Source: an optimization exercise on an open RTL-to-GDS flow (aim: small area). Production flows keep margins and buffers that such runs may drop.
Function was checked by simulation only, so behaviour that the tests miss may differ from the original.

==> inputs of job 5628 <==
==> flow/design.v (excerpt) <==
module proc_core #(
    parameter int TAPU_NUM       = 2,
    parameter int ROWS           = 2,
    parameter int COLS           = 4,
    parameter int BUF_DEPTH      = 16,
    parameter int RES_FIFO_DEPTH = 4,
    parameter int OUT_FIFO_DEPTH = 8
) (
    input  logic                              clk,
    input  logic                              rst_n,
    input  logic                              i_x_valid,
    output logic                              o_x_ready,
    input  logic [TAPU_NUM*ROWS*core_pkg::OPND_W-1:0]   i_x_data,
    input  logic                              i_x_last,
    input  logic                              i_y_valid,
    output logic                              o_y_ready,
    input  logic [COLS*core_pkg::OPND_W-1:0]            i_y_data,
    input  logic                              i_y_last,
    output logic                              o_loadx_done,
    output logic                              o_loady_done,
    input  logic                              i_exec_start,
    input  logic                              i_psu_clr,
    input  logic [7:0]                        i_depth,
    output logic                              o_exec_done,
    input  logic                              i_store_start,
    output logic                              o_store_done,
    output logic                              o_m_valid,
    input  logic                              i_m_ready,
    output logic [COLS*core_pkg::PSUM_W-1:0]            o_m_data,
    output logic                              o_m_last
);
    localparam int NROW  = TAPU_NUM * ROWS;
    localparam int X_W   = NROW * core_pkg::OPND_W;
    localparam int Y_W   = COLS * core_pkg::OPND_W;
    localparam int RES_W = COLS * core_pkg::PSUM_W;
    logic [X_W-1:0]             x_rd_data;
    logic [Y_W-1:0]             y_rd_data;
    logic [BUF_DEPTH-1:0]       rd_sel;
    logic                       acc_en;
    logic [NROW-1:0][RES_W-1:0] acc;
    logic                       out_full;
    logic                       out_empty;
    logic                       out_wr;
    assign o_x_ready = 1'b1;
    assign o_y_ready = 1'b1;
    operand_buf #(
        .WIDTH(X_W),
        .DEPTH(BUF_DEPTH)
    ) x_buf (
  ...
export LEC_CHECK = 0
export CAP_MARGIN = 20
export CORE_MARGIN = 2
export CORE_UTILIZATION = 60
export CTS_CLUSTER_DIAMETER = 100
export CTS_CLUSTER_SIZE = 24
export PLACE_DENSITY = 0.75
export SLEW_MARGIN = 20
export SYNTH_HIERARCHICAL = 1
create_clock -name core_clock -period 6.3 [get_ports {clk}]
standard.sh (not shown) runs the stock make flow with config.mk's settings and CLKGATE_MAP_FILE= SYNTH_SCRIPT=/design/flow/synth_recipe.tcl, a recipe that flattens the netlist after the stock synthesis.
==> flow/flow/run.sh <==
#!/bin/bash
# The standard layout (standard.sh: the standard flow's synthesis and ORFS flow), with two
# changes: the port buffers are the smallest buffer cell, clock tree
# synthesis inserts no dummy loads, and after global routing gates on paths
# with positive slack are sized down (RECOVER_POWER). Each tool's output is kept in
# flow_make.log here, and ORFS's per-step logs under orfs/logs/.
set -euo pipefail
export BUFFER_PORTS_ARGS="-buffer_cell sky130_fd_sc_hd__buf_1"
export RECOVER_POWER=40
export CTS_ARGS="-sink_clustering_enable -repair_clock_nets -sink_clustering_size 24 -sink_clustering_max_diameter 100 -dont_use_dummy_load"
bash standard.sh finish > flow_make.log 2>&1
==> job 849 (differences from job 5628) <==
--- a/flow/design.v
+++ b/flow/design.v
@@ -136,16 +136,16 @@
     assign co = a & b;
 endmodule
 module mac_cell (
     input  logic        clk,
     input  logic        i_clr,
     input  logic        en,
+    input  logic [7:0]  x,
     input  logic [7:0]  xn,
+    input  logic [7:0]  y,
     input  logic [7:0]  yn,
-    input  logic [7:0]  gx,
-    input  logic [7:0]  gy,
     output logic [31:0] o_acc
 );
     logic [15:0] lo;
     logic [15:0] hi;
     logic        inc;      
     logic        dec;      
@@ -163,13 +163,13 @@
     assign p5 = ~(xn[0] | yn[4]);
     logic p6;
     assign p6 = ~(xn[0] | yn[5]);
     logic p7;
     assign p7 = ~(xn[0] | yn[6]);
     logic p8;
-    assign p8 = ~(gx[0] & gy[7]);
+    assign p8 = en & ~(x[0] & y[7]);
     logic p9;
     assign p9 = ~(xn[1] | yn[0]);
     logic p10;
     assign p10 = ~(xn[1] | yn[1]);
     logic p11;
     assign p11 = ~(xn[1] | yn[2]);
@@ -179,13 +179,13 @@
     assign p13 = ~(xn[1] | yn[4]);
     logic p14;
     assign p14 = ~(xn[1] | yn[5]);
     logic p15;
     assign p15 = ~(xn[1] | yn[6]);
     logic p16;
-    assign p16 = ~(gx[1] & gy[7]);
+    assign p16 = en & ~(x[1] & y[7]);
     logic p17;
     assign p17 = ~(xn[2] | yn[0]);
     logic p18;
     assign p18 = ~(xn[2] | yn[1]);
     logic p19;
     assign p19 = ~(xn[2] | yn[2]);
@@ -195,13 +195,13 @@
     assign p21 = ~(xn[2] | yn[4]);
     logic p22;
     assign p22 = ~(xn[2] | yn[5]);
     logic p23;
     assign p23 = ~(xn[2] | yn[6]);
     logic p24;
-    assign p24 = ~(gx[2] & gy[7]);
+    assign p24 = en & ~(x[2] & y[7]);
     logic p25;
     assign p25 = ~(xn[3] | yn[0]);
     logic p26;
     assign p26 = ~(xn[3] | yn[1]);
     logic p27;
     assign p27 = ~(xn[3] | yn[2]);
@@ -211,13 +211,13 @@
     assign p29 = ~(xn[3] | yn[4]);
     logic p30;
     assign p30 = ~(xn[3] | yn[5]);
     logic p31;
     assign p31 = ~(xn[3] | yn[6]);
     logic p32;
-    assign p32 = ~(gx[3] & gy[7]);
+    assign p32 = en & ~(x[3] & y[7]);
     logic p33;
     assign p33 = ~(xn[4] | yn[0]);
     logic p34;
     assign p34 = ~(xn[4] | yn[1]);
     logic p35;
     assign p35 = ~(xn[4] | yn[2]);
@@ -227,13 +227,13 @@
     assign p37 = ~(xn[4] | yn[4]);
     logic p38;
     assign p38 = ~(xn[4] | yn[5]);
     logic p39;
     assign p39 = ~(xn[4] | yn[6]);
     logic p40;
-    assign p40 = ~(gx[4] & gy[7]);
+    assign p40 = en & ~(x[4] & y[7]);
     logic p41;
     assign p41 = ~(xn[5] | yn[0]);
     logic p42;
     assign p42 = ~(xn[5] | yn[1]);
     logic p43;
     assign p43 = ~(xn[5] | yn[2]);
@@ -243,13 +243,13 @@
     assign p45 = ~(xn[5] | yn[4]);
     logic p46;
     assign p46 = ~(xn[5] | yn[5]);
     logic p47;
     assign p47 = ~(xn[5] | yn[6]);
     logic p48;
-    assign p48 = ~(gx[5] & gy[7]);
+    assign p48 = en & ~(x[5] & y[7]);
     logic p49;
     assign p49 = ~(xn[6] | yn[0]);
     logic p50;
     assign p50 = ~(xn[6] | yn[1]);
     logic p51;
     assign p51 = ~(xn[6] | yn[2]);
@@ -259,27 +259,27 @@
     assign p53 = ~(xn[6] | yn[4]);
     logic p54;
     assign p54 = ~(xn[6] | yn[5]);
     logic p55;
     assign p55 = ~(xn[6] | yn[6]);
     logic p56;
-    assign p56 = ~(gx[6] & gy[7]);
+    assign p56 = en & ~(x[6] & y[7]);
     logic p57;
-    assign p57 = ~(gx[7] & gy[0]);
+    assign p57 = en & ~(x[7] & y[0]);
     logic p58;
-    assign p58 = ~(gx[7] & gy[1]);
+    assign p58 = en & ~(x[7] & y[1]);
     logic p59;
-    assign p59 = ~(gx[7] & gy[2]);
+    assign p59 = en & ~(x[7] & y[2]);
     logic p60;
-    assign p60 = ~(gx[7] & gy[3]);
+    assign p60 = en & ~(x[7] & y[3]);
     logic p61;
-    assign p61 = ~(gx[7] & gy[4]);
+    assign p61 = en & ~(x[7] & y[4]);
     logic p62;
-    assign p62 = ~(gx[7] & gy[5]);
+    assign p62 = en & ~(x[7] & y[5]);
     logic p63;
-    assign p63 = ~(gx[7] & gy[6]);
+    assign p63 = en & ~(x[7] & y[6]);
     logic p64;
     assign p64 = ~(xn[7] | yn[7]);
     logic s65;
     logic c66;
     mac_fa u_fa1 (.a(lo[1]), .b(p2), .c(p9), .s(s65), .co(c66));
     logic s67;
@@ -526,16 +526,16 @@
     for (genvar r = 0; r < ROWS; r++) begin : g_row
         for (genvar c = 0; c < COLS; c++) begin : g_col
             mac_cell u_cell (
                 .clk  (clk),
                 .i_clr(~rst_n | i_clr),
                 .en   (i_acc_en),
+                .x    (i_x[8*r +: 8]),
                 .xn   (~i_x[8*r +: 8]),
+                .y    (i_y[8*c +: 8]),
                 .yn   (~i_y[8*c +: 8]),
-                .gx   (i_x[8*r +: 8] | {8{~i_acc_en}}),
-                .gy   (i_y[8*c +: 8] | {8{~i_acc_en}}),
                 .o_acc(o_acc[r][32*c +: 32])
             );
         end
     end
 endmodule
 `timescale 1ns/1ns
@@ -562,24 +562,22 @@
     logic [1:0]            acc_id;     
     logic [1:0]            acc_slot;   
     logic [1:0]            hd_word_nx, hd_id_nx, hd_slot_nx, acc_id_nx, acc_slot_nx;
     logic [3:0][3:0]       sel;        
     logic [3:0][3:0]       sel_nx;
     logic                  do_rd;
-    logic [3:0]            count_nx;
     assign do_rd   = i_rd & ~o_empty;
     assign o_empty = (count == 4'd0);
     assign o_full  = count[3];
-    assign o_last  = sel[0][3] | sel[1][3] | sel[2][3] | sel[3][3];
+    assign o_last  = (hd_word == 2'd3);
     always_comb begin
         hd_word_nx  = hd_word;
         hd_id_nx    = hd_id;
         hd_slot_nx  = hd_slot;
         acc_id_nx   = acc_id;
         acc_slot_nx = acc_slot;
-        count_nx    = count + 4'(i_wr) - 4'(do_rd);
         if (do_rd) begin
             hd_word_nx = hd_word + 2'd1;
             if (hd_word == 2'd3) begin
                 hd_id_nx   = hd_id + 2'd1;
                 hd_slot_nx = (hd_slot == 2'd2) ? 2'd0 : hd_slot + 2'd1;
             end
@@ -588,16 +586,15 @@
             acc_id_nx   = acc_id + 2'd1;
             acc_slot_nx = (acc_slot == 2'd2) ? 2'd0 : acc_slot + 2'd1;
         end
         for (int s = 0; s < 4; s++) begin
             for (int w = 0; w < 4; w++) begin
                 if (s == 3) begin
-                    sel_nx[s][w] = (count_nx != 4'd0) && (hd_id_nx == acc_id_nx) && (hd_word_nx == 2'(w));
+                    sel_nx[s][w] = (hd_id_nx == acc_id_nx) && (hd_word_nx == 2'(w));
                 end else begin
-                    sel_nx[s][w] = (count_nx != 4'd0) && (hd_id_nx != acc_id_nx) && (hd_slot_nx == 2'(s))
-                                   && (hd_word_nx == 2'(w));
+                    sel_nx[s][w] = (hd_id_nx != acc_id_nx) && (hd_slot_nx == 2'(s)) && (hd_word_nx == 2'(w));
                 end
             end
         end
     end
     always_ff @(posedge clk) begin
         if (!rst_n) begin
@@ -606,13 +603,13 @@
             hd_id    <= '0;
             hd_slot  <= '0;
             acc_id   <= 2'd3;
             acc_slot <= 2'd2;
             sel      <= '0;
         end else begin
-            count    <= count_nx;
+            count    <= count + 4'(i_wr) - 4'(do_rd);
             hd_word  <= hd_word_nx;
             hd_id    <= hd_id_nx;
             hd_slot  <= hd_slot_nx;
             acc_id   <= acc_id_nx;
             acc_slot <= acc_slot_nx;
             sel      <= sel_nx;
==> flow/run.sh (new file) <==
#!/bin/bash
# synth_recipe.tcl (not shown) runs the flow's synth.tcl, then flattens the netlist and writes it again
# the make line also repeats each setting of config.mk as NAME=value (left out here)
make -C /OpenROAD-flow-scripts/flow DESIGN_CONFIG=/design/flow/config.mk WORK_HOME=/design/flow/orfs CLKGATE_MAP_FILE= SYNTH_SCRIPT=/design/flow/synth_recipe.tcl finish
- CORE_UTILIZATION: 60 -> 40
- PLACE_DENSITY: 0.75 -> 0.6
removed: flow/flow/run.sh
removed: flow/standard.sh
==> job 4840 (differences from job 5628) <==
--- a/flow/flow/run.sh
+++ b/flow/flow/run.sh
@@ -3,9 +3,9 @@
 # changes: the port buffers are the smallest buffer cell, clock tree
 # synthesis inserts no dummy loads, and after global routing gates on paths
 # with positive slack are sized down (RECOVER_POWER). Each tool's output is kept in
 # flow_make.log here, and ORFS's per-step logs under orfs/logs/.
 set -euo pipefail
 export BUFFER_PORTS_ARGS="-buffer_cell sky130_fd_sc_hd__buf_1"
-export RECOVER_POWER=40
+export RECOVER_POWER=100
 export CTS_ARGS="-sink_clustering_enable -repair_clock_nets -sink_clustering_size 24 -sink_clustering_max_diameter 100 -dont_use_dummy_load"
 bash standard.sh finish > flow_make.log 2>&1
==> job 5287 (differences from job 5628) <==
--- a/flow/design.v
+++ b/flow/design.v
@@ -136,16 +136,16 @@
     assign co = a & b;
 endmodule
 module mac_cell (
     input  logic        clk,
     input  logic        i_clr,
     input  logic        en,
+    input  logic [7:0]  x,
     input  logic [7:0]  xn,
+    input  logic [7:0]  y,
     input  logic [7:0]  yn,
-    input  logic [7:0]  gx,
-    input  logic [7:0]  gy,
     output logic [31:0] o_acc
 );
     logic [15:0] lo;
     logic [15:0] hi;
     logic        inc;      
     logic        dec;      
@@ -163,13 +163,13 @@
     assign p5 = ~(xn[0] | yn[4]);
     logic p6;
     assign p6 = ~(xn[0] | yn[5]);
     logic p7;
     assign p7 = ~(xn[0] | yn[6]);
     logic p8;
-    assign p8 = ~(gx[0] & gy[7]);
+    assign p8 = en & ~(x[0] & y[7]);
     logic p9;
     assign p9 = ~(xn[1] | yn[0]);
     logic p10;
     assign p10 = ~(xn[1] | yn[1]);
     logic p11;
     assign p11 = ~(xn[1] | yn[2]);
@@ -179,13 +179,13 @@
     assign p13 = ~(xn[1] | yn[4]);
     logic p14;
     assign p14 = ~(xn[1] | yn[5]);
     logic p15;
     assign p15 = ~(xn[1] | yn[6]);
     logic p16;
-    assign p16 = ~(gx[1] & gy[7]);
+    assign p16 = en & ~(x[1] & y[7]);
     logic p17;
     assign p17 = ~(xn[2] | yn[0]);
     logic p18;
     assign p18 = ~(xn[2] | yn[1]);
     logic p19;
     assign p19 = ~(xn[2] | yn[2]);
@@ -195,13 +195,13 @@
     assign p21 = ~(xn[2] | yn[4]);
     logic p22;
     assign p22 = ~(xn[2] | yn[5]);
     logic p23;
     assign p23 = ~(xn[2] | yn[6]);
     logic p24;
-    assign p24 = ~(gx[2] & gy[7]);
+    assign p24 = en & ~(x[2] & y[7]);
     logic p25;
     assign p25 = ~(xn[3] | yn[0]);
     logic p26;
     assign p26 = ~(xn[3] | yn[1]);
     logic p27;
     assign p27 = ~(xn[3] | yn[2]);
@@ -211,13 +211,13 @@
     assign p29 = ~(xn[3] | yn[4]);
     logic p30;
     assign p30 = ~(xn[3] | yn[5]);
     logic p31;
     assign p31 = ~(xn[3] | yn[6]);
     logic p32;
-    assign p32 = ~(gx[3] & gy[7]);
+    assign p32 = en & ~(x[3] & y[7]);
     logic p33;
     assign p33 = ~(xn[4] | yn[0]);
     logic p34;
     assign p34 = ~(xn[4] | yn[1]);
     logic p35;
     assign p35 = ~(xn[4] | yn[2]);
@@ -227,13 +227,13 @@
     assign p37 = ~(xn[4] | yn[4]);
     logic p38;
     assign p38 = ~(xn[4] | yn[5]);
     logic p39;
     assign p39 = ~(xn[4] | yn[6]);
     logic p40;
-    assign p40 = ~(gx[4] & gy[7]);
+    assign p40 = en & ~(x[4] & y[7]);
     logic p41;
     assign p41 = ~(xn[5] | yn[0]);
     logic p42;
     assign p42 = ~(xn[5] | yn[1]);
     logic p43;
     assign p43 = ~(xn[5] | yn[2]);
@@ -243,13 +243,13 @@
     assign p45 = ~(xn[5] | yn[4]);
     logic p46;
     assign p46 = ~(xn[5] | yn[5]);
     logic p47;
     assign p47 = ~(xn[5] | yn[6]);
     logic p48;
-    assign p48 = ~(gx[5] & gy[7]);
+    assign p48 = en & ~(x[5] & y[7]);
     logic p49;
     assign p49 = ~(xn[6] | yn[0]);
     logic p50;
     assign p50 = ~(xn[6] | yn[1]);
     logic p51;
     assign p51 = ~(xn[6] | yn[2]);
@@ -259,27 +259,27 @@
     assign p53 = ~(xn[6] | yn[4]);
     logic p54;
     assign p54 = ~(xn[6] | yn[5]);
     logic p55;
     assign p55 = ~(xn[6] | yn[6]);
     logic p56;
-    assign p56 = ~(gx[6] & gy[7]);
+    assign p56 = en & ~(x[6] & y[7]);
     logic p57;
-    assign p57 = ~(gx[7] & gy[0]);
+    assign p57 = en & ~(x[7] & y[0]);
     logic p58;
-    assign p58 = ~(gx[7] & gy[1]);
+    assign p58 = en & ~(x[7] & y[1]);
     logic p59;
-    assign p59 = ~(gx[7] & gy[2]);
+    assign p59 = en & ~(x[7] & y[2]);
     logic p60;
-    assign p60 = ~(gx[7] & gy[3]);
+    assign p60 = en & ~(x[7] & y[3]);
     logic p61;
-    assign p61 = ~(gx[7] & gy[4]);
+    assign p61 = en & ~(x[7] & y[4]);
     logic p62;
-    assign p62 = ~(gx[7] & gy[5]);
+    assign p62 = en & ~(x[7] & y[5]);
     logic p63;
-    assign p63 = ~(gx[7] & gy[6]);
+    assign p63 = en & ~(x[7] & y[6]);
     logic p64;
     assign p64 = ~(xn[7] | yn[7]);
     logic s65;
     logic c66;
     mac_fa u_fa1 (.a(lo[1]), .b(p2), .c(p9), .s(s65), .co(c66));
     logic s67;
@@ -526,16 +526,16 @@
     for (genvar r = 0; r < ROWS; r++) begin : g_row
         for (genvar c = 0; c < COLS; c++) begin : g_col
             mac_cell u_cell (
                 .clk  (clk),
                 .i_clr(~rst_n | i_clr),
                 .en   (i_acc_en),
+                .x    (i_x[8*r +: 8]),
                 .xn   (~i_x[8*r +: 8]),
+                .y    (i_y[8*c +: 8]),
                 .yn   (~i_y[8*c +: 8]),
-                .gx   (i_x[8*r +: 8] | {8{~i_acc_en}}),
-                .gy   (i_y[8*c +: 8] | {8{~i_acc_en}}),
                 .o_acc(o_acc[r][32*c +: 32])
             );
         end
     end
 endmodule
 `timescale 1ns/1ns
@@ -562,24 +562,22 @@
     logic [1:0]            acc_id;     
     logic [1:0]            acc_slot;   
     logic [1:0]            hd_word_nx, hd_id_nx, hd_slot_nx, acc_id_nx, acc_slot_nx;
     logic [3:0][3:0]       sel;        
     logic [3:0][3:0]       sel_nx;
     logic                  do_rd;
-    logic [3:0]            count_nx;
     assign do_rd   = i_rd & ~o_empty;
     assign o_empty = (count == 4'd0);
     assign o_full  = count[3];
-    assign o_last  = sel[0][3] | sel[1][3] | sel[2][3] | sel[3][3];
+    assign o_last  = (hd_word == 2'd3);
     always_comb begin
         hd_word_nx  = hd_word;
         hd_id_nx    = hd_id;
         hd_slot_nx  = hd_slot;
         acc_id_nx   = acc_id;
         acc_slot_nx = acc_slot;
-        count_nx    = count + 4'(i_wr) - 4'(do_rd);
         if (do_rd) begin
             hd_word_nx = hd_word + 2'd1;
             if (hd_word == 2'd3) begin
                 hd_id_nx   = hd_id + 2'd1;
                 hd_slot_nx = (hd_slot == 2'd2) ? 2'd0 : hd_slot + 2'd1;
             end
@@ -588,16 +586,15 @@
             acc_id_nx   = acc_id + 2'd1;
             acc_slot_nx = (acc_slot == 2'd2) ? 2'd0 : acc_slot + 2'd1;
         end
         for (int s = 0; s < 4; s++) begin
             for (int w = 0; w < 4; w++) begin
                 if (s == 3) begin
-                    sel_nx[s][w] = (count_nx != 4'd0) && (hd_id_nx == acc_id_nx) && (hd_word_nx == 2'(w));
+                    sel_nx[s][w] = (hd_id_nx == acc_id_nx) && (hd_word_nx == 2'(w));
                 end else begin
-                    sel_nx[s][w] = (count_nx != 4'd0) && (hd_id_nx != acc_id_nx) && (hd_slot_nx == 2'(s))
-                                   && (hd_word_nx == 2'(w));
+                    sel_nx[s][w] = (hd_id_nx != acc_id_nx) && (hd_slot_nx == 2'(s)) && (hd_word_nx == 2'(w));
                 end
             end
         end
     end
     always_ff @(posedge clk) begin
         if (!rst_n) begin
@@ -606,13 +603,13 @@
             hd_id    <= '0;
             hd_slot  <= '0;
             acc_id   <= 2'd3;
             acc_slot <= 2'd2;
             sel      <= '0;
         end else begin
-            count    <= count_nx;
+            count    <= count + 4'(i_wr) - 4'(do_rd);
             hd_word  <= hd_word_nx;
             hd_id    <= hd_id_nx;
             hd_slot  <= hd_slot_nx;
             acc_id   <= acc_id_nx;
             acc_slot <= acc_slot_nx;
             sel      <= sel_nx;
==> flow/run.sh (new file) <==
#!/bin/bash
# synth_recipe.tcl (not shown) runs the flow's synth.tcl, then flattens the netlist and writes it again
# the make line also repeats each setting of config.mk as NAME=value (left out here)
make -C /OpenROAD-flow-scripts/flow DESIGN_CONFIG=/design/flow/config.mk WORK_HOME=/design/flow/orfs CLKGATE_MAP_FILE= SYNTH_SCRIPT=/design/flow/synth_recipe.tcl finish
removed: flow/flow/run.sh
removed: flow/standard.sh
==> impl_metrics.toml <==
[placed_design]
post-dp-hpwl_microns = 276400
placed_cell_area_sq_um = 156300

[power]
comb-power_mw = 9.32

[outcome]
status = "finished clean"

[cells_and_area]
buf_share_pct = 3.541

[setup_path]
rrSetupSlack_ns = 0.32
crit_arrival_ns = 6.77

[detailed_routing]
wl_met2_microns = 208000
[end of results for job 849]
==> impl_metrics.toml <==
[power]
comb-power_mw = 9.29

[placed_design]
post-dp-hpwl_microns = 255600
placed_cell_area_sq_um = 154000

[outcome]
status = "finished clean"

[global_routing]
grtUsageMet1_pct = 45.60

[setup_path]
rrSetupSlack_ns = 0.32

[detailed_routing]
wl_met2_microns = 189300
[end of results for job 5287]
==> impl_metrics.toml <==
[outcome]
status = "finished clean"

[cells_and_area]
buf_share_pct = 2.327

[power]
comb-power_mw = 11.0
p_comb_share_pct = 22.5
peakVddDrop_mv = 0.3083

[setup_path]
crit_arrival_ns = 6.61

[clock_network]
clk_latency_ns = 0.88

[detailed_routing]
wl_met2_microns = 196600

[placed_design]
placed_cell_area_sq_um = 151800
[end of results for job 5628]
==> impl_metrics.toml <==
[sta]
slew_viol_final = 1654

[outcome]
status = "failed layout checks"
check.faults = "max-capacitance violations, max-slew violations"

[job]
drv_cap = 47
[end of results for job 4840]

-- port drivers added, routing unchanged --
The flow's constraints put no driver on any port. The routed layouts listed below were extracted and timed again, unchanged, in two steps.
Step 1, drivers: a clkbuf_16 drives clk and a buf_2 each remaining input, both assumed.
Step 2 also shifts input and output timing later by t, the mid clock arrival at the registers, as if the neighbouring blocks saw the same clock.
a / b / c = ideal / step 1 / step 2; a / b = the first two.
run	t (ns)	slack for setup (ns)	hold slack, ns
job 5628	0.933	0.389 / 0.389 / 0.389	0.425 / 0.425 / 0.425
job 849	1.012	0.320 / 0.320 / 0.320	0.439 / 0.439 / 0.439
job 4840	0.930	0.233 / 0.155 / -0.641	0.429 / 0.429 / 0.429
job 5287	0.971	0.319 / 0.319 / 0.319	0.422 / 0.422 / 0.422
For job 4840, which loses most, drivers alone change the setup slack by -0.078 ns; drivers and shift together by -0.874 ns.
